Source: an optimization exercise on an open RTL-to-GDS flow (aim: small area, a short achievable clock period and few clock cycles per item). Production flows keep margins and buffers that such runs may drop. At most, simulation tests tie the RTL to the original design; equivalence was not proved. Only the layout flow was run in run 2; the RTL was not checked for function there.

## flow/design.v (module list and top-level ports; edited modules follow where they fit)
// module fp_mul_mult: 952 lines
// module fp_mul_sched: 161 lines
// module fp_mul_sched_top: 29 lines
module fp_mul_sched_top (
    input  logic         clk,
    input  logic         reset_n,
    input  logic [3:0]   req_valid,
    input  logic [127:0] req_x,
    input  logic [127:0] req_y,
    output logic [3:0]   req_ready,
    output logic         res_valid,
    input  logic         res_ready,
    output logic [1:0]   res_id,
    output logic [31:0]  res_data,
    output logic [4:0]   res_flags,
    output logic         busy
);
  // ...
==> flow/flow/run.sh <==
#!/bin/bash
# Own layout flow:
#  2. full-adder polarity pass (fapol.py), then the combinational logic between the full
#     adders and registers mapped again by ABC (resyn.tcl), then the polarity pass again;
#     full adders, registers, ports, tie cells and o22ai Booth selectors are kept
#  3. the ORFS layout with tighter timing repair and the smallest buffer on the ports
# Each tool's output goes to a log file of its own in this folder.
set -euo pipefail
MARGIN=5.15
RES=orfs/results/sky130hd/fp_mul_sched_top/base
LIB=$FLOW_HOME/platforms/sky130hd/lib/sky130_fd_sc_hd__tt_025C_1v80.lib
bash standard.sh synth > synth.log 2>&1
cp $RES/1_2_yosys.v 1_2_yosys.std.v
python3 flow/fapol.py 1_2_yosys.std.v fapol1.v > fapol1.log 2>&1
FLOW_LIB_FILE=$LIB RESYN_IN=fapol1.v RESYN_OUT=resyn.v RESYN_ABC=flow/resyn.abc FLOW_TOP=$FLOW_TOP \
    yosys -c flow/resyn.tcl > resyn.log 2>&1
python3 flow/fapol.py resyn.v $RES/1_2_yosys.v > fapol2.log 2>&1
rm -f $RES/1_synth.odb $RES/1_synth.sdc
bash standard.sh "SETUP_SLACK_MARGIN=$MARGIN" \
    "BUFFER_PORTS_ARGS=-buffer_cell sky130_fd_sc_hd__buf_1" finish > layout.log 2>&1
==> flow/flow/fapol.py <==
#!/usr/bin/env python3
"""Full-adder polarity pass on a flat Yosys netlist (write_verilog -noattr).

A full adder is self-dual: FA(~a, ~b, ~c) = (~cout, ~sum). Synthesis leaves many inverters
between full adders; this pass chooses for every full adder whether it works on true or
complemented signals so that as few inverters as possible are needed, then rebuilds the
inverters. Only combinational inverter cells are removed or added; every other cell, every
register and every port keep their names and connections.

usage: fapol.py IN.v OUT.v
"""
import random
import re
import sys
from collections import defaultdict

INV_RE = re.compile(r'^sky130_fd_sc_hd__(inv|clkinv)_\d+$')
FA_RE = re.compile(r'^sky130_fd_sc_hd__fa_\d+$')
XOR_RE = re.compile(r'^sky130_fd_sc_hd__(xor2|xnor2)_(\d+)$')
OUT_PINS = {'X', 'Y', 'SUM', 'COUT', 'Q', 'Q_N', 'HI', 'LO'}

src = open(sys.argv[1]).read()

# ---- split the single module into header, declarations, assigns and cells ----
m = re.search(r'\bmodule\s+(\S+)\s*\((.*?)\);', src, re.S)
start = m.end()
end = src.rindex('endmodule')
body = src[start:end]

stmts = []
buf = ''
for line in body.split('\n'):
    buf += line + '\n'
    if line.rstrip().endswith(';'):
        stmts.append(buf)
        buf = ''
tail_ws = buf

cell_re = re.compile(r'^\s*(\S+)\s+(\S+)\s*\((.*)\)\s*;\s*$', re.S)
pin_re = re.compile(r'\.(\w+)\s*\(\s*(.*?)\s*\)\s*(?:,|$)', re.S)

items = []          # ('raw', text) or ('cell', type, name, [(pin, net)])
for s in stmts:
    st = s.strip()
    first = st.split(None, 1)[0] if st else ''
    if first in ('input', 'output', 'inout', 'wire', 'reg', 'assign', 'supply0', 'supply1') or not st:
        items.append(('raw', s))
        continue
    cm = cell_re.match(st)
    if not cm:
        items.append(('raw', s))
        continue
    typ, name, pins = cm.group(1), cm.group(2), cm.group(3)
    pl = [(p, n.strip()) for p, n in pin_re.findall(pins)]
    items.append(('cell', typ, name, pl))

ports = set()
for d in re.findall(r'^\s*(?:input|output|inout)\s+(?:\[[^\]]*\]\s*)?(.*?);', body, re.M):
    for n in d.split(','):
        ports.add(n.strip())
# nets used in assign statements are left alone
assign_nets = set()
for it in items:
    if it[0] == 'raw' and it[1].strip().startswith('assign'):
        for tok in re.findall(r'(\\\S+|[A-Za-z_][\w$]*(?:\s*\[\d+\])?)', it[1][it[1].index('assign') + 6:]):
            assign_nets.add(tok.strip())


def base(net):
    return re.sub(r'\s*\[\d+\]$', '', net)


def is_port(net):
    return net in ports or base(net) in ports


def fixed(net):
    return is_port(net) or net in assign_nets or base(net) in assign_nets or net.startswith("1'b") or net == ''


# ---- inverters that may be rebuilt: input and output both internal nets ----
inv_of = {}         # output net -> input net
inv_cells = set()
for i, it in enumerate(items):
    if it[0] == 'cell' and INV_RE.match(it[1]):
        pins = dict(it[3])
        a, y = pins.get('A'), pins.get('Y')
        if a and y and not fixed(a) and not fixed(y):
            inv_of[y] = a
            inv_cells.add(i)


def root(net):
    p = 0
    seen = 0
    while net in inv_of and seen < 100:
        net = inv_of[net]
        p ^= 1
        seen += 1
    return net, p


# loads: every input pin of a kept cell; for each, (root, logical parity)
fa_idx = [i for i, it in enumerate(items) if it[0] == 'cell' and FA_RE.match(it[1])]
fa_set = set(fa_idx)
xor_idx = [i for i, it in enumerate(items) if it[0] == 'cell' and XOR_RE.match(it[1])]
xor_set = set(xor_idx)
driver_fa = {}      # root net -> index of the flippable cell driving it (FA SUM/COUT, XOR X)
for i in fa_idx:
    for p, n in items[i][3]:
        if p in ('SUM', 'COUT'):
            driver_fa[n] = i
for i in xor_idx:
    for p, n in items[i][3]:
        if p in ('X', 'Y'):
            driver_fa[n] = i

loads = []          # (item index, pin, root, parity)
for i, it in enumerate(items):
    if it[0] != 'cell' or i in inv_cells:
        continue
    for p, n in it[3]:
        if p in OUT_PINS or not n:
            continue
        r, par = root(n)
        loads.append((i, p, r, par))

# inverters that stay (port-facing) keep their input as a load
flip = defaultdict(int)


def cost_of_root(r, ldl):
    # physical polarity of r is flip of its driving FA (if any)
    dp = flip[driver_fa[r]] if r in driver_fa else 0
    need = set()
    for (i, p, par) in ldl:
        if i in xor_set:
            continue        # an XOR absorbs an inverted input by swapping XOR / XNOR
        q = par ^ (flip[i] if i in fa_set else 0)
        need.add(q ^ dp)
    return 1 if 1 in need else 0


by_root = defaultdict(list)
for (i, p, r, par) in loads:
    by_root[r].append((i, p, par))
fa_roots = defaultdict(set)
for r, ldl in by_root.items():
    for (i, p, par) in ldl:
        if i in fa_set or i in xor_set:
            fa_roots[i].add(r)
    if r in driver_fa:
        fa_roots[driver_fa[r]].add(r)

nofl = set()
for i in fa_idx + xor_idx:
    for p, n in items[i][3]:
        if p in ('SUM', 'COUT', 'X', 'Y') and fixed(n):
            nofl.add(i)
fa_idx = fa_idx + xor_idx

def local_search():
    improved = True
    passes = 0
    while improved and passes < 50:
        improved = False
        passes += 1
        for f in fa_idx:
            if f in nofl:
                continue
            rs = fa_roots[f]
            old = sum(cost_of_root(r, by_root[r]) for r in rs)
            flip[f] ^= 1
            new = sum(cost_of_root(r, by_root[r]) for r in rs)
            if new >= old:
                flip[f] ^= 1


def total_cost():
    return sum(cost_of_root(r, l) for r, l in by_root.items())


before = total_cost()
local_search()
best = total_cost()
best_flip = dict(flip)
# iterated local search: kick a few full adders and descend again (fixed seed, deterministic)
rng = random.Random(1)
movable = [f for f in fa_idx if f not in nofl]
for it in range(300):
    flip.clear()
    flip.update(best_flip)
    for f in rng.sample(movable, min(len(movable), 8)):
        flip[f] ^= 1
    local_search()
    c = total_cost()
    if c < best:
        best = c
        best_flip = dict(flip)
flip.clear()
flip.update(best_flip)
total = best

# ---- rebuild ----
inv_net = {}        # root -> net carrying its physical complement
new_cells = []
counter = [0]
# a prefix for the new nets and cells that the netlist does not use yet
tag = 1
while f"fapol{tag}_" in src:
    tag += 1
PFX = f"fapol{tag}_"


def complement(r):
    if r not in inv_net:
        counter[0] += 1
        n = f"{PFX}n{counter[0]}"
        inv_net[r] = n
        new_cells.append((n, r))
    return inv_net[r]


out = []
out.append(src[:start])
for i, it in enumerate(items):
    if it[0] == 'raw':
        out.append(it[1])
        continue
    if i in inv_cells:
        continue
    typ, name, pl = it[1], it[2], it[3]
    newpl = []
    swap = flip[i] if i in xor_set else 0
    for p, n in pl:
        if p in OUT_PINS or not n:
            newpl.append((p, n))
            continue
        r, par = root(n)
        dp = flip[driver_fa[r]] if r in driver_fa else 0
        if i in xor_set:
            swap ^= par ^ dp
            newpl.append((p, r))
            continue
        q = par ^ (flip[i] if i in fa_set else 0)
        newpl.append((p, r if q == dp else complement(r)))
    if swap:
        xm = XOR_RE.match(typ)
        typ = f"sky130_fd_sc_hd__{'xnor2' if xm.group(1) == 'xor2' else 'xor2'}_{xm.group(2)}"
        # xor2 drives X, xnor2 drives Y
        newpl = [({'X': 'Y', 'Y': 'X'}.get(p, p), n) for p, n in newpl]
    conn = ',\n    '.join(f'.{p}({n} )' for p, n in newpl)
    out.append(f"  {typ} {name} (\n    {conn}\n  );\n")
for k, (n, r) in enumerate(new_cells):
    out.append(f"  wire {n};\n")
    out.append(f"  sky130_fd_sc_hd__inv_1 {PFX}inv{k + 1} (\n    .A({r} ),\n    .Y({n})\n  );\n")
out.append(tail_ws)
out.append(src[end:])
open(sys.argv[2], 'w').write(''.join(out))
sys.stderr.write(f"fapol: {len(fa_idx)} full adders and XORs, {sum(flip[f] for f in fa_idx)} flipped, "
                 f"{len(inv_cells)} inverters removed, {len(new_cells)} added "
                 f"(cost {before} -> {total})\n")
==> flow/flow/resyn.abc <==
&get -n
&st
&dch
&nf
&put
topo
stime -c
buffer -c
upsize -c
dnsize -c
==> flow/flow/resyn.tcl <==
# Re-map the combinational logic of the synthesized netlist with ABC (script in resyn.abc).
# Full adders, flip-flops, tie cells and the o22ai Booth selectors keep their instances
# and names; every other cell is read as its liberty function and mapped again.
yosys -import
set lib $::env(FLOW_LIB_FILE)
read_liberty -ignore_miss_func $lib
read_verilog $::env(RESYN_IN)
hierarchy -top $::env(FLOW_TOP)
set keep {sky130_fd_sc_hd__fa_* sky130_fd_sc_hd__df* sky130_fd_sc_hd__edf* sky130_fd_sc_hd__conb_* sky130_fd_sc_hd__o22ai_*}
setattr -mod -set keep_hierarchy 1 {*}$keep
# the cells to be inlined get private names, so that the wires made for their pins do not
# take over the netlist's own net names
select -set kept {*}[lmap k $keep {string cat t:$k}]
yosys rename -hide $::env(FLOW_TOP)/c:* @kept %d
select -clear
flatten
opt_clean
abc -script $::env(RESYN_ABC) -liberty $lib  -dont_use sky130_fd_sc_hd__probe_p_8 -dont_use sky130_fd_sc_hd__probec_p_8 -dont_use sky130_fd_sc_hd__lpflow_bleeder_1 -dont_use sky130_fd_sc_hd__lpflow_clkbufkapwr_1 -dont_use sky130_fd_sc_hd__lpflow_clkbufkapwr_16 -dont_use sky130_fd_sc_hd__lpflow_clkbufkapwr_2 -dont_use sky130_fd_sc_hd__lpflow_clkbufkapwr_4 -dont_use sky130_fd_sc_hd__lpflow_clkbufkapwr_8 -dont_use sky130_fd_sc_hd__lpflow_clkinvkapwr_1 -dont_use sky130_fd_sc_hd__lpflow_clkinvkapwr_16 -dont_use sky130_fd_sc_hd__lpflow_clkinvkapwr_2 -dont_use sky130_fd_sc_hd__lpflow_clkinvkapwr_4 -dont_use sky130_fd_sc_hd__lpflow_clkinvkapwr_8 -dont_use sky130_fd_sc_hd__lpflow_decapkapwr_12 -dont_use sky130_fd_sc_hd__lpflow_decapkapwr_3 -dont_use sky130_fd_sc_hd__lpflow_decapkapwr_4 -dont_use sky130_fd_sc_hd__lpflow_decapkapwr_6 -dont_use sky130_fd_sc_hd__lpflow_decapkapwr_8 -dont_use sky130_fd_sc_hd__lpflow_inputiso0n_1 -dont_use sky130_fd_sc_hd__lpflow_inputiso0p_1 -dont_use sky130_fd_sc_hd__lpflow_inputiso1n_1 -dont_use sky130_fd_sc_hd__lpflow_inputiso1p_1 -dont_use sky130_fd_sc_hd__lpflow_inputisolatch_1 -dont_use sky130_fd_sc_hd__lpflow_isobufsrc_1 -dont_use sky130_fd_sc_hd__lpflow_isobufsrc_16 -dont_use sky130_fd_sc_hd__lpflow_isobufsrc_2 -dont_use sky130_fd_sc_hd__lpflow_isobufsrc_4 -dont_use sky130_fd_sc_hd__lpflow_isobufsrc_8 -dont_use sky130_fd_sc_hd__lpflow_isobufsrckapwr_16 -dont_use sky130_fd_sc_hd__lpflow_lsbuf_lh_hl_isowell_tap_1 -dont_use sky130_fd_sc_hd__lpflow_lsbuf_lh_hl_isowell_tap_2 -dont_use sky130_fd_sc_hd__lpflow_lsbuf_lh_hl_isowell_tap_4 -dont_use sky130_fd_sc_hd__lpflow_lsbuf_lh_isowell_4 -dont_use sky130_fd_sc_hd__lpflow_lsbuf_lh_isowell_tap_1 -dont_use sky130_fd_sc_hd__lpflow_lsbuf_lh_isowell_tap_2 -dont_use sky130_fd_sc_hd__lpflow_lsbuf_lh_isowell_tap_4
opt_clean
setundef -zero
splitnets
opt_clean -purge
select -module $::env(FLOW_TOP)
stat -liberty $lib
write_verilog -noattr -nohex -nodec -selected $::env(RESYN_OUT)
==> flow/standard.sh <==
#!/bin/bash
# synth_recipe.tcl (not shown) runs the flow's synth.tcl, then flattens the netlist and writes it again
# the make line also repeats each setting of config.mk as NAME=value (left out here)
make -C /OpenROAD-flow-scripts/flow DESIGN_CONFIG=/design/flow/config.mk WORK_HOME=/design/flow/orfs CLKGATE_MAP_FILE= SYNTH_SCRIPT=/design/flow/synth_recipe.tcl "${@:-finish}"
==> flow/config.mk <==
export PLATFORM = sky130hd
export DESIGN_NAME = fp_mul_sched_top
export DESIGN_NICKNAME = fp_mul_sched_top
export VERILOG_FILES = /design/flow/design.v
export SDC_FILE = /design/flow/constraint.sdc
export NUM_CORES = 4
export LEC_CHECK = 0
export ABC_AREA = 1
export CAP_MARGIN = 20
export CORE_MARGIN = 2
export CORE_UTILIZATION = 40
export CTS_BUF_LIST = sky130_fd_sc_hd__clkbuf_8
export SLEW_MARGIN = 20
==> flow/constraint.sdc <==
create_clock -name core_clock -period 10.5 [get_ports {clk}]
set_input_delay 2.1000 -clock core_clock [delete_from_list [all_inputs] [get_ports {clk}]]
set_output_delay 2.1000 -clock core_clock [all_outputs]
set_load 0.01 [all_outputs]
==> impl_metrics.yaml, run 1 <==
status:
  outcome: "no timing/DRC/antenna violations"
routing:
  ant_nets: 0
  wl_um: 74000
  drc_errors: 0
  dr_wl_met2_um: 33200
  drt_iter0_markers: 2467
placed_design:
  place_congestion: 0.896
  numPortBuffers: 307
  dp_cells: 2745
  dp_hpwl_um: 48100
grt:
  grt_use_met1: 0.401
  grtUsageMet3: 0.0801
  use_met2: 0.479
clock_tree:
  cts-root-buf: "clkbuf_8"
  clk_latency_ns: 0.49
  cts_max_level: 4
  ctsResizeCount: 89
  clockBufferDepth: 2
  tritoncts: "done"
  clk_pin_slew_worst_paths_ns: 0.10
sta:
  min_period_over_period: 0.510
  worst_pin_slew_ns: 1.06
  setup_ws_ns: 5.15
  slew_violations: 0
  holdWs_ns: 0.446
  setup-tns-final_ns: 0
setup_path:
  cpMaxStageDelayCell: "fa_2"
  cp.required_ns: 10.74
  path_delay_family: "adder cells"
hold_path:
  whs_endpoint: "u_sched.id1_q[0]$_DFFE_PP_"
yosys:
  syn_area_um2: 18000
  syn_avg_cell_area_um2: 9.73
cells_and_area:
  area_share_clock_buf_inv: 0.0185
  multi_input_area_um2: 14700
  design.seq.count: 133
floorplanning:
  start_util: 0.407
flow_run:
  drv_cap: 0
Testbench counts, summed over its fixed seeds: cycles 2,064, items 2,048.
==> module fp_mul_sched, before the edit <==
module fp_mul_sched (
    input  logic           clk,
    input  logic           reset_n,
    input  logic [3:0]     req_valid,
    input  logic [127:0]   req_x,
    input  logic [127:0]   req_y,
    output logic [3:0]     req_ready,
    output logic           res_valid,
    input  logic           res_ready,
    output logic [1:0]     res_id,
    output logic [31:0]    res_data,
    output logic [4:0]     res_flags,
    output logic           busy
);
    localparam logic [1:0] SP_NONE = 2'd0, SP_ZERO = 2'd1, SP_NAN = 2'd2, SP_INF = 2'd3;
    logic [3:0][3:0] prio_q, prio_d;
    logic       v0_q, v1_q;       
    logic       ld1;              
    logic       hold0;            
    logic       en;               
    logic [3:0] first;            
    logic       gnt;
    assign ld1   = !v1_q || res_ready;
    assign hold0 = v0_q && !ld1;
    assign en    = !hold0;
    always_comb begin
        for (int i = 0; i < 4; i++) begin
            first[i] = req_valid[i] && !(|(req_valid & prio_q[i]));
        end
    end
    assign req_ready = first & {4{en}};
    assign gnt       = |req_ready;
    always_comb begin
        prio_d = prio_q;
        for (int g = 0; g < 4; g++) begin
            if (req_ready[g]) begin
                for (int i = 0; i < 4; i++) begin
                    for (int j = 0; j < 4; j++) begin
                        prio_d[i][j] = (j != i) && (((j - g + 3) % 4) < ((i - g + 3) % 4));
                    end
                end
            end
        end
    end
    always_ff @(posedge clk or negedge reset_n) begin
        if (!reset_n) begin
            for (int i = 0; i < 4; i++) begin
                for (int j = 0; j < 4; j++) begin
                    prio_q[i][j] <= (j < i);
                end
            end
            v0_q   <= 1'b0;
            v1_q   <= 1'b0;
        end else begin
            prio_q <= prio_d;
            v0_q   <= gnt || hold0;
            if (ld1) v1_q <= v0_q;
        end
    end
    logic [31:0] x, y;
    logic [22:0] xm0_q, ym0_q;
    logic [7:0]  xe0_q, ye0_q;
    logic [1:0]  id0_q;
    logic        sgn0_q;
    always_comb begin
        x = '0;
        y = '0;
        for (int i = 0; i < 4; i++) begin
            x = x | (req_x[32*i +: 32] & {32{req_ready[i]}});
            y = y | (req_y[32*i +: 32] & {32{req_ready[i]}});
        end
    end
    always_ff @(posedge clk) begin
        xm0_q  <= x[22:0] | (xm0_q & {23{hold0}});
        ym0_q  <= y[22:0] | (ym0_q & {23{hold0}});
        xe0_q  <= x[30:23] | (xe0_q & {8{hold0}});
        ye0_q  <= y[30:23] | (ye0_q & {8{hold0}});
        id0_q  <= {req_ready[3] | req_ready[2], req_ready[3] | req_ready[1]} | (id0_q & {2{hold0}});
        sgn0_q <= (x[31] ^ y[31]) | (sgn0_q & hold0);
    end
    logic [8:0] ec;               
    logic [8:0] es1;              
    logic [9:0] e0;
    logic       nan0, inf0, zero0;
    logic [1:0] sp0;
    assign ec[0] = 1'b1;
    for (genvar i = 0; i < 8; i++) begin : g_eadd
        assign es1[i]  = xe0_q[i] ^ ye0_q[i] ^ ec[i];
        assign ec[i+1] = (xe0_q[i] & ye0_q[i]) | (xe0_q[i] & ec[i]) | (ye0_q[i] & ec[i]);
    end
    assign es1[8] = ec[8];
    assign e0     = {es1[8:7] == 2'b00 ? 3'b111 : {1'b0, es1[8:7] - 2'd1}, es1[6:0]};
    assign zero0 = (xe0_q == 8'h00) || (ye0_q == 8'h00);
    assign nan0  = (xe0_q == 8'hFF && xm0_q != '0) || (ye0_q == 8'hFF && ym0_q != '0);
    assign inf0  = (xe0_q == 8'hFF) || (ye0_q == 8'hFF);
    assign sp0   = zero0 ? SP_ZERO : nan0 ? SP_NAN : inf0 ? SP_INF : SP_NONE;
    logic [12:0] row_s, row_c;
    logic [11:0] top;
    logic        c_lo, g_mid, p_mid;
    fp_mul_mult u_mult (
        .x_m   (xm0_q),
        .y_m   (ym0_q),
        .row_s (row_s),
        .row_c (row_c),
        .top   (top),
        .c_lo  (c_lo),
        .g_mid (g_mid),
        .p_mid (p_mid)
    );
    logic [12:0] s1_q, c1_q;      
    logic [11:0] top1_q;          
    logic        cin1_q, sgn1_q;
    logic [9:0]  e1_q;
    logic [1:0]  sp1_q, id1_q;
    always_ff @(posedge clk) begin
        if (ld1) begin
            s1_q    <= row_s;
            c1_q    <= row_c;
            top1_q  <= top;
            cin1_q  <= g_mid | (p_mid & c_lo);
            sgn1_q  <= sgn0_q;
            e1_q    <= e0;
            sp1_q   <= sp0;
            id1_q   <= id0_q;
        end
    end
    logic        cin;
    logic [14:0] sum;
    logic [24:0] p_hi;
    logic        norm;
    logic [7:0]  e_inc;
    logic        unf0, unf1, ovf0, ovf1, spec, inf_f, nan_f, zero_f;
    logic        n0, n1, pinf0, pinf1, unf, ovf;
    assign cin   = cin1_q;
    assign sum   = {1'b0, s1_q, 1'b1} + {1'b0, c1_q, cin};
    logic [11:0] top_inc;
    assign top_inc = top1_q + 12'd1;
    assign p_hi  = {sum[14] ? top_inc : top1_q, sum[13:1]};
    assign norm  = sum[14] ? top_inc[11] : top1_q[11];
    assign e_inc = e1_q[7:0] + 8'd1;
    assign unf0   = e1_q[9] || (e1_q == 10'd0);
    assign unf1   = e1_q[9];
    assign ovf0   = !e1_q[9] && (e1_q >= 10'd255);
    assign ovf1   = !e1_q[9] && (e1_q >= 10'd254);
    assign spec   = (sp1_q != SP_NONE);
    assign zero_f = (sp1_q == SP_ZERO);
    assign nan_f  = (sp1_q == SP_NAN);
    assign inf_f  = (sp1_q == SP_INF);
    assign n0     = !spec && !unf0 && !ovf0;
    assign n1     = !spec && !unf1 && !ovf1;
    assign pinf0  = nan_f || inf_f || (!spec && ovf0);
    assign pinf1  = nan_f || inf_f || (!spec && ovf1);
    assign unf    = !spec && (norm ? unf1 : unf0);
    assign ovf    = !spec && (norm ? ovf1 : ovf0);
    assign res_valid = v1_q;
    assign res_id    = id1_q;
    assign res_flags = {inf_f, nan_f, zero_f, ovf, unf};
    assign res_data  = norm ? {n1 & sgn1_q, n1 ? e_inc : {8{pinf1}}, p_hi[23:1] & {23{n1}}}
                            : {n0 & sgn1_q, n0 ? e1_q[7:0] : {8{pinf0}}, p_hi[22:0] & {23{n0}}};
    assign busy      = v0_q || v1_q;
endmodule
==> run 2, diff against run 1 <==
--- a/flow/design.v
+++ b/flow/design.v
@@ -2,19 +2,19 @@
     localparam int FP_EXP_DEF  = 8;
     localparam int FP_MAN_DEF  = 23;
     localparam int FP_BIAS_DEF = 2 ** (FP_EXP_DEF - 1) - 1;
     localparam int FLAGS_W     = 5;
 endpackage
 module fp_mul_mult (
     input  logic [22:0] x_m,
     input  logic [22:0] y_m,
-    output logic [12:0] row_s,    
-    output logic [12:0] row_c,
-    output logic [11:0] top,      
+    output logic [14:0] row_s,    
+    output logic [14:0] row_c,
+    output logic [9:0] top,      
     output logic        c_lo,    
     output logic        g_mid,   
     output logic        p_mid    
 );
     wire one1 = y_m[0] ^ 1'b0;
     wire two2 = (y_m[1] & ~y_m[0] & ~1'b0) | (~y_m[1] & y_m[0] & 1'b0);
     wire pp3 = ((x_m[0] & one1) | (1'b0 & two2)) ^ y_m[1];
     wire pp4 = ((x_m[1] & one1) | (x_m[0] & two2)) ^ y_m[1];
@@ -947,19 +947,19 @@
     wire c931 = 1'b1 & c839;
     wire [47:0] rs = {s930, s928, s926, s924, s922, s920, s918, s916, s914, s912, s910, s908, s906, s904, s902, s900, s898, s896, s894, s892, s890, s888, s886, s884, s882, s880, s878, s876, s874, s872, s870, s868, s866, s864, s862, s860, s858, s856, s854, s852, s850, s848, s846, s844, s842, pp31, pp4, y_m[1]};
     wire [47:0] rc = {c929, c927, c925, c923, c921, c919, c917, c915, c913, c911, c909, c907, c905, c903, c901, c899, c897, c895, c893, c891, c889, c887, c885, c883, c881, c879, c877, c875, c873, c871, c869, c867, c865, c863, c861, c859, c857, c855, c853, c851, c849, c847, c845, c843, c841, s840, 1'b0, pp3};
     wire [17:0] lo = {1'b0, rs[16:0]} + {1'b0, rc[16:0]};
     wire [6:0] mid = {1'b0, rs[22:17]} + {1'b0, rc[22:17]};
     assign c_lo  = lo[17];
     assign g_mid = mid[6];
     assign p_mid = &(rs[22:17] ^ rc[22:17]);
-    assign row_s = rs[35:23];
-    assign row_c = rc[35:23];
-    assign top   = rs[47:36] + rc[47:36];
+    assign row_s = rs[37:23];
+    assign row_c = rc[37:23];
+    assign top   = rs[47:38] + rc[47:38];
 endmodule
 import fp_mul_pkg::*;
 module fp_mul_sched (
     input  logic           clk,
     input  logic           reset_n,
     input  logic [3:0]     req_valid,
     input  logic [127:0]   req_x,
     input  logic [127:0]   req_y,
@@ -1048,59 +1048,61 @@
         assign ec[i+1] = (xe0_q[i] & ye0_q[i]) | (xe0_q[i] & ec[i]) | (ye0_q[i] & ec[i]);
     end
     assign es1[8] = ec[8];
     assign e0     = {es1[8:7] == 2'b00 ? 3'b111 : {1'b0, es1[8:7] - 2'd1}, es1[6:0]};
     assign zero0 = (xe0_q == 8'h00) || (ye0_q == 8'h00);
     assign nan0  = (xe0_q == 8'hFF && xm0_q != '0) || (ye0_q == 8'hFF && ym0_q != '0);
     assign inf0  = (xe0_q == 8'hFF) || (ye0_q == 8'hFF);
     assign sp0   = zero0 ? SP_ZERO : nan0 ? SP_NAN : inf0 ? SP_INF : SP_NONE;
-    logic [12:0] row_s, row_c;
-    logic [11:0] top;
+    logic [14:0] row_s, row_c;
+    logic [9:0]  top;
     logic        c_lo, g_mid, p_mid;
     fp_mul_mult u_mult (
         .x_m   (xm0_q),
         .y_m   (ym0_q),
         .row_s (row_s),
         .row_c (row_c),
         .top   (top),
         .c_lo  (c_lo),
         .g_mid (g_mid),
         .p_mid (p_mid)
     );
-    logic [12:0] s1_q, c1_q;      
-    logic [11:0] top1_q;          
-    logic        cin1_q, sgn1_q;
+    logic [14:0] s1_q, c1_q;      
+    logic [9:0]  top1_q;          
+    logic        clo1_q, gmid1_q, pmid1_q, sgn1_q;
     logic [9:0]  e1_q;
     logic [1:0]  sp1_q, id1_q;
     always_ff @(posedge clk) begin
         if (ld1) begin
             s1_q    <= row_s;
             c1_q    <= row_c;
             top1_q  <= top;
-            cin1_q  <= g_mid | (p_mid & c_lo);
+            clo1_q  <= c_lo;
+            gmid1_q <= g_mid;
+            pmid1_q <= p_mid;
             sgn1_q  <= sgn0_q;
             e1_q    <= e0;
             sp1_q   <= sp0;
             id1_q   <= id0_q;
         end
     end
     logic        cin;
-    logic [14:0] sum;
+    logic [16:0] sum;
     logic [24:0] p_hi;
     logic        norm;
     logic [7:0]  e_inc;
     logic        unf0, unf1, ovf0, ovf1, spec, inf_f, nan_f, zero_f;
     logic        n0, n1, pinf0, pinf1, unf, ovf;
-    assign cin   = cin1_q;
+    assign cin   = gmid1_q | (pmid1_q & clo1_q);
     assign sum   = {1'b0, s1_q, 1'b1} + {1'b0, c1_q, cin};
-    logic [11:0] top_inc;
-    assign top_inc = top1_q + 12'd1;
-    assign p_hi  = {sum[14] ? top_inc : top1_q, sum[13:1]};
-    assign norm  = sum[14] ? top_inc[11] : top1_q[11];
+    logic [9:0] top_inc;
+    assign top_inc = top1_q + 10'd1;
+    assign p_hi  = {sum[16] ? top_inc : top1_q, sum[15:1]};
+    assign norm  = sum[16] ? top_inc[9] : top1_q[9];
     assign e_inc = e1_q[7:0] + 8'd1;
     assign unf0   = e1_q[9] || (e1_q == 10'd0);
     assign unf1   = e1_q[9];
     assign ovf0   = !e1_q[9] && (e1_q >= 10'd255);
     assign ovf1   = !e1_q[9] && (e1_q >= 10'd254);
     assign spec   = (sp1_q != SP_NONE);
     assign zero_f = (sp1_q == SP_ZERO);
     assign nan_f  = (sp1_q == SP_NAN);
==> flow/flow/run.sh (replaced) <==
#!/bin/bash
# Own layout flow:
#  2. full-adder polarity pass (fapol.py), then the combinational logic between the full
#     adders and registers mapped again by ABC (resyn.tcl), then the polarity pass again;
#     full/half adders, registers, ports and tie cells are kept
#  3. the ORFS layout with tighter timing repair and the smallest buffer on the ports
# Each tool's output goes to a log file of its own in this folder.
set -euo pipefail
MARGIN=5.0
RES=orfs/results/sky130hd/fp_mul_sched_top/base
LIB=$FLOW_HOME/platforms/sky130hd/lib/sky130_fd_sc_hd__tt_025C_1v80.lib
bash standard.sh synth > synth.log 2>&1
cp $RES/1_2_yosys.v 1_2_yosys.std.v
python3 flow/fapol.py 1_2_yosys.std.v fapol1.v > fapol1.log 2>&1
FLOW_LIB_FILE=$LIB RESYN_IN=fapol1.v RESYN_OUT=resyn.v RESYN_ABC=flow/resyn.abc FLOW_TOP=$FLOW_TOP \
    yosys -c flow/resyn.tcl > resyn.log 2>&1
python3 flow/fapol.py resyn.v $RES/1_2_yosys.v > fapol2.log 2>&1
rm -f $RES/1_synth.odb $RES/1_synth.sdc
bash standard.sh "SETUP_SLACK_MARGIN=$MARGIN" \
    "BUFFER_PORTS_ARGS=-buffer_cell sky130_fd_sc_hd__buf_1" finish > layout.log 2>&1
==> flow/flow/resyn.abc (replaced) <==
&get -n
&st
&dch
&nf -R 100
&put
topo
stime -c
buffer -c
upsize -c
dnsize -c
--- a/flow/flow/resyn.tcl
+++ b/flow/flow/resyn.tcl
@@ -1,17 +1,17 @@
 # Re-map the combinational logic of the synthesized netlist with ABC (script in resyn.abc).
-# Full adders, flip-flops, tie cells and the o22ai Booth selectors keep their instances
+# Full/half adders, flip-flops, tie cells and the o22ai Booth selectors keep their instances
 # and names; every other cell is read as its liberty function and mapped again.
 yosys -import
 set lib $::env(FLOW_LIB_FILE)
 read_liberty -ignore_miss_func $lib
 read_verilog $::env(RESYN_IN)
 hierarchy -top $::env(FLOW_TOP)
-set keep {sky130_fd_sc_hd__fa_* sky130_fd_sc_hd__df* sky130_fd_sc_hd__edf* sky130_fd_sc_hd__conb_* sky130_fd_sc_hd__o22ai_*}
+set keep {sky130_fd_sc_hd__fa_* sky130_fd_sc_hd__ha_* sky130_fd_sc_hd__df* sky130_fd_sc_hd__edf* sky130_fd_sc_hd__conb_* sky130_fd_sc_hd__o22ai_*}
 setattr -mod -set keep_hierarchy 1 {*}$keep
 # the cells to be inlined get private names, so that the wires made for their pins do not
 # take over the netlist's own net names
 select -set kept {*}[lmap k $keep {string cat t:$k}]
 yosys rename -hide $::env(FLOW_TOP)/c:* @kept %d
 select -clear
 flatten
 opt_clean
==> impl_metrics.yaml, run 2 <==
sta:
  fin_skew_ns: 0.0243
  setup-tns-final_ns: 0
  min_period_over_period: 0.519
  slew_violations: 0
  clock.fmax_mhz: 184
  finalSetupViolations: 0
  worst_pin_slew_ns: 1.13
  timing.final.hold_violations: 0
  fin_crit_ns: 5.45
  relSlewSlack: 0.243
  grt_setup_unrepaired: "true"
cells_and_area:
  drive_gt1_frac: 0.0883
  finish.utilization: 0.473
  final-seq-area_um2: 3410
  multi_input_area_um2: 14500
  biggestRegsByFlops: "u_sched.xm0_q: 23 flops, u_sched.ym0_q: 23 flops"
  final_common_cell: "buf_1"
  final_net_count: 2799
  area_delta_synth_final_pct: 16.5
  fillers: 4365
  layout_common_cells: "304 x buf_1, 284 x o22ai_1, 263 x fa_1"
setup_path:
  cp.required_ns: 8.40
  reg2reg_from: "u_sched.ym0_q[22]$_DFF_P_"
  rr_worst_depth: 19
  start_kind: "primary input"
  worst-r2r-setup-slack_ns: 5.16
  cp-end-kind: "output port"
  criticalPathCategory: "primary input to output port"
  cp.arrival_ns: 3.35
  r2r-end: "u_sched.top1_q[8]$_DFFE_PP_"
  crit_fanout: 69
floorplanning:
  start_util: 0.406
  dieArea_um2: 47800
  fp.dieH_um: 219
  io_pins: 308
  core.rowCount: 78
  die_w_um: 219
  coreArea_um2: 45400
routing:
  drc_errors: 0
  via_count: 17500
  drt-vias-per-instance: 6.26
  wl_um: 71200
  wire_per_inst_um: 25.4
  ant_nets: 0
  first_pass_iters: 10
  drt_iter0_markers: 1945
clock_tree:
  tritoncts: "done"
  clockBufferDepth: 2
  clk_pin_slew_worst_paths_ns: 0.09
  clk_latency_ns: 0.49
  cts-root-buf: "clkbuf_8"
  clock_sinks: 137
  holdBufCountCts: 0
  cts_buffers: 17
  cts_max_level: 4
flow_run:
  drv_cap: 0
grt:
  grt_pass1_wl_um: 108000
  antenna_found_initial: 4
  grt_start_max_net_pins: 72
  track_usage: 0.299
  overflow: 0
  grt_pass1_vias: 17800
hold_path:
  hold_depth: 0
  hold_start: "u_sched.id0_q[0]$_DFF_P_"
  whs_endpoint: "u_sched.id1_q[0]$_DFFE_PP_"
  hold_class: "flop to flop"
yosys:
  synth_warnings: 1
  synth_fp_nets: 2439
  syn_avg_cell_area_um2: 10.1
  syn_area_um2: 18400
  synthCells: 1823
placed_design:
  dp_hpwl_um: 48400
  place_congestion: 0.945
  numPortBuffers: 307
status:
  outcome: "no timing/DRC/antenna violations"
## run 2: final cells by class
type,count,share of cell area
Sequential cell,137,0.159
Inverter,145,0.0268
Tap cell,600,0.0350
Multi-Input combinational cell,1498,0.674
Clock buffer,17,0.0109
Clock inverter,15,0.00781
Antenna cell,3,0.000350
Timing Repair inverter,6,0.00175
Timing Repair Buffer,378,0.0841
## run 2: routing by layer
layer / up-vias / GRT usage / wire length (um)
met2: 1092 / 0.479 / 33000
met1: 8758 / 0.383 / 27600
met3: 215 / 0.0601 / 6810
met4: 0 / 0.149 / 3830
li1: 7459 / - / -
met5: - / 0 / 0
## run 2: stage by stage
step | std cells | hold slack [ns] | cell area (um2) | setup WS (ns)
finish | 2799 | 0.452 | 21500 | 5.05
global route | 2799 | 0.454 | 21500 | 4.94
CTS | 2784 | 0.448 | 21200 | 4.94
detailed placement | 2736 | 0.427 | 20500 | 4.31
global placement | 2736 | 0.415 | 20500 | 4.37
floorplan | 1823 | 0.408 | 18500 | 4.88
## run 2: critical path, cell delays in order
cell      delay, ns
buf_2          0.19
nand2b_4       0.18
nor2_4         0.04
buf_12         0.20
a221oi_1       0.22
and3_2         0.22
buf_1          0.16
## run 2: worst max path at each step
stage | startpoint | end | slack (ns) | cells past startpoint
floorplan | res_ready | req_ready[2] | 4.88 | 7
global placement | res_ready | req_ready[2] | 4.37 | 7
detailed placement | res_ready | req_ready[2] | 4.31 | 7
CTS | u_sched.ym0_q[7]$_DFF_P_ | u_sched.gmid1_q$_DFFE_PP_ | 4.94 | 15
global route | u_sched.s1_q[6]$_DFFE_PP_ | res_data[31] | 4.94 | 11
finish | res_ready | req_ready[2] | 5.05 | 7
## run 2: what timing repair did
| action | in CTS | in global routing |
|---|---|---|
| buffers inserted | 12 | 8 |
| pin swaps | 3 | 4 |
| gates resized for setup | 24 | 44 |
| cloned | 4 | 4 |
| endpoints found under the setup margin | 44 | 41 |

## static timing again, ports no longer ideal
How much do the figures lean on ideal ports? The routed layouts below were timed once more, with nothing changed but the port constraints. Step 1 (the two cells are an assumption about what drives the block):
set clk [get_ports {clk}]
set_driving_cell -lib_cell sky130_fd_sc_hd__clkbuf_16 $clk
set_driving_cell -lib_cell sky130_fd_sc_hd__buf_2 [delete_from_list [all_inputs] $clk]
Step 2 adds t to the input delays and takes it off the output delays; t is the mean of the earliest and latest rising clock arrival at the registers after step 1. Input paths then give back, and output paths get back, about the clock's delay inside the block. Slacks: ideal / step 1 / step 2; pairs: ideal / step 1.
run	t (ns)	slack for setup (ns)	latest minus earliest clock arrival (ns)	worst register clock-pin slew, ns	worst data-port slew with drivers (ns)
run 1	0.531	5.147 / 5.147 / 5.147	0.028 / 0.028	0.11 / 0.11	0.12
run 2	0.539	5.052 / 5.005 / 5.005	0.024 / 0.024	0.12 / 0.11	0.14
After both steps setup and hold are still met in every run listed. The setup slack of run 2, which loses most, moves by -0.047 ns with the drivers and by -0.047 ns with both steps.
